Context: an optimization exercise on an open-source flow, tuned for small area. The choices shown serve that exercise and are no tape-out recipe.
Only simulation tests tie the RTL to the original design; equivalence was not proved. No driver is modelled on the clock port, so clocking that relies on it looks cheaper here than on a real chip.

== rev 12 ==
// i2c_slave_regfile
module i2c_slave_regfile #(
  parameter logic [6:0]  DEV_ADDR = 7'h5D,
  parameter int unsigned FILT_LEN = 4,
  parameter logic [7:0]  RST_VAL  = 8'h00
) (
  input  logic       iCLK,
  input  logic       iRST,
  input  logic       iSCL,
  input  logic       iSDA,
  output logic       oSDA_OE,
  input  logic [7:0] iHOST_ADDR,
  output logic [7:0] oHOST_DATA,
  output logic       oWR_STB,
  output logic [7:0] oWR_ADDR,
  output logic [7:0] oWR_DATA,
  output logic       oBUSY
);
  typedef enum logic [3:0] {
    S_IDLE, S_ADDR, S_ADDR_ACK, S_IGNORE,
    S_SUB, S_SUB_ACK, S_WDATA, S_WDATA_ACK,
    S_RDATA, S_RDATA_ACK
  } state_e;
  localparam int NHEAD = 4;
  localparam int SPAN  = 256 / NHEAD;        
  localparam int SB    = 6;                  
  localparam int HB    = 8 - SB;             
  logic [1:0] scl_sync_q, scl_sync_d;
  logic [1:0] sda_sync_q, sda_sync_d;
  localparam int CW = (FILT_LEN <= 2) ? 1 : (FILT_LEN <= 4) ? 2 : (FILT_LEN <= 8) ? 3 : 4;
  logic [CW-1:0] scl_cnt_q, scl_cnt_d;
  logic [CW-1:0] sda_cnt_q, sda_cnt_d;
  logic       scl_f_q, scl_f_d, sda_f_q, sda_f_d;
  logic       scl_p_q, scl_p_d, sda_p_q, sda_p_d;
  state_e     state_q, state_d;
  logic [2:0] bit_cnt_q, bit_cnt_d;
  logic       byte_rdy_q, byte_rdy_d;
  logic [7:0] shift_q, shift_d;
  ...
Size in the first run: ~3900 cells after synthesis, about 2100 flip-flops, ~56000 µm² of cells after synthesis.
Settings: LEC_CHECK=0, CAP_MARGIN=20, CORE_MARGIN=2, CORE_UTILIZATION=40, CTS_CLUSTER_DIAMETER=100, CTS_CLUSTER_SIZE=30, SLEW_MARGIN=20, SYNTH_HIERARCHICAL=1, SYNTH_MINIMUM_KEEP_SIZE=0; clock period 10.0 ns.
run.sh (not shown) runs the stock make flow with config.mk's settings and CLKGATE_MAP_FILE= SYNTH_SCRIPT=/design/flow/synth_recipe.tcl, a recipe that flattens the netlist after the stock synthesis.
diff inputs: rev 12 => rev 13
# rev 12
export LEC_CHECK = 0
export CAP_MARGIN = 20
export CORE_MARGIN = 2
export CORE_UTILIZATION = 40
export CTS_CLUSTER_DIAMETER = 100
export CTS_CLUSTER_SIZE = 30
export SLEW_MARGIN = 20
export SYNTH_HIERARCHICAL = 1
export SYNTH_MINIMUM_KEEP_SIZE = 0
create_clock -name core_clock -period 10.0 [get_ports {iCLK}]
# rev 13
export LEC_CHECK = 0
export CAP_MARGIN = 20
export CORE_MARGIN = 2
export CORE_UTILIZATION = 40
export SLEW_MARGIN = 20
export SYNTH_HIERARCHICAL = 1
export SYNTH_MINIMUM_KEEP_SIZE = 0
create_clock -name core_clock -period 10.0 [get_ports {iCLK}]
==> flow/flow/run.sh (new file) <==
#!/bin/bash
# Layout flow: the standard ORFS flow (standard.sh, unchanged synthesis,
# floorplan, power grid, placement, routing), with two layout choices changed:
#  - clock tree: sinks clustered 30 per leaf buffer within 100 um, and no
#    dummy balancing loads;
#  - port buffers: the smallest buffer (buf_1) instead of clkdlybuf4s50_1.
# All tool output goes to flow_make.log here and ORFS's own logs under orfs/logs.
set -euo pipefail
export CTS_ARGS="-sink_clustering_enable -repair_clock_nets -sink_clustering_size 30 -sink_clustering_max_diameter 100 -dont_use_dummy_load"
export BUFFER_PORTS_ARGS="-buffer_cell sky130_fd_sc_hd__buf_1"
bash standard.sh > flow_make.log 2>&1
==> flow/standard.sh (new file) <==
#!/bin/bash
# synth_recipe.tcl (not shown) runs the flow's synth.tcl, then flattens the netlist and writes it again
# the make line also repeats each setting of config.mk as NAME=value (left out here)
make -C /OpenROAD-flow-scripts/flow DESIGN_CONFIG=/design/flow/config.mk WORK_HOME=/design/flow/orfs CLKGATE_MAP_FILE= SYNTH_SCRIPT=/design/flow/synth_recipe.tcl "${@:-finish}"
removed: flow/run.sh
Results
- Re count of clock-buffer cells in the layout: rev 13 and rev 12 aren't equal, and the higher value belongs to rev 12.
- Reported for rev 13 and rev 12, gate count after technology mapping turned out identical to the last digit.
- Compared with rev 12, rev 13 shows a lower power.
- Of rev 13 and rev 12, rev 13 shows the higher initial antenna violation count, with rev 12 below it.

==> what the ideal ports hide <==
How much do the figures lean on ideal ports? The routed layouts below were timed once more, with nothing changed but the port constraints. Step 1 sets driving cells, clkbuf_16 on the clock port and buf_2 on the other inputs (assumed; they add their load-dependent delay and slew). Step 2 also shifts input and output timing later by t, the mid clock arrival at the registers, as if the neighbouring blocks saw the same clock. Slacks: ideal / step 1 / step 2; pairs: ideal / step 1.
run	t (ns)	slack for setup (ns)	slew at the worst register clock pin (ns)	cell pins on the clock port's net
rev 12	0.766	2.438 / 2.485 / 1.718	0.12 / 0.12	1
rev 13	0.776	2.553 / 2.612 / 1.835	0.11 / 0.11	1
After both steps setup and hold are still met in every run listed. For rev 12, which loses most, drivers alone change the setup slack by +0.047 ns; drivers and shift together by -0.720 ns.
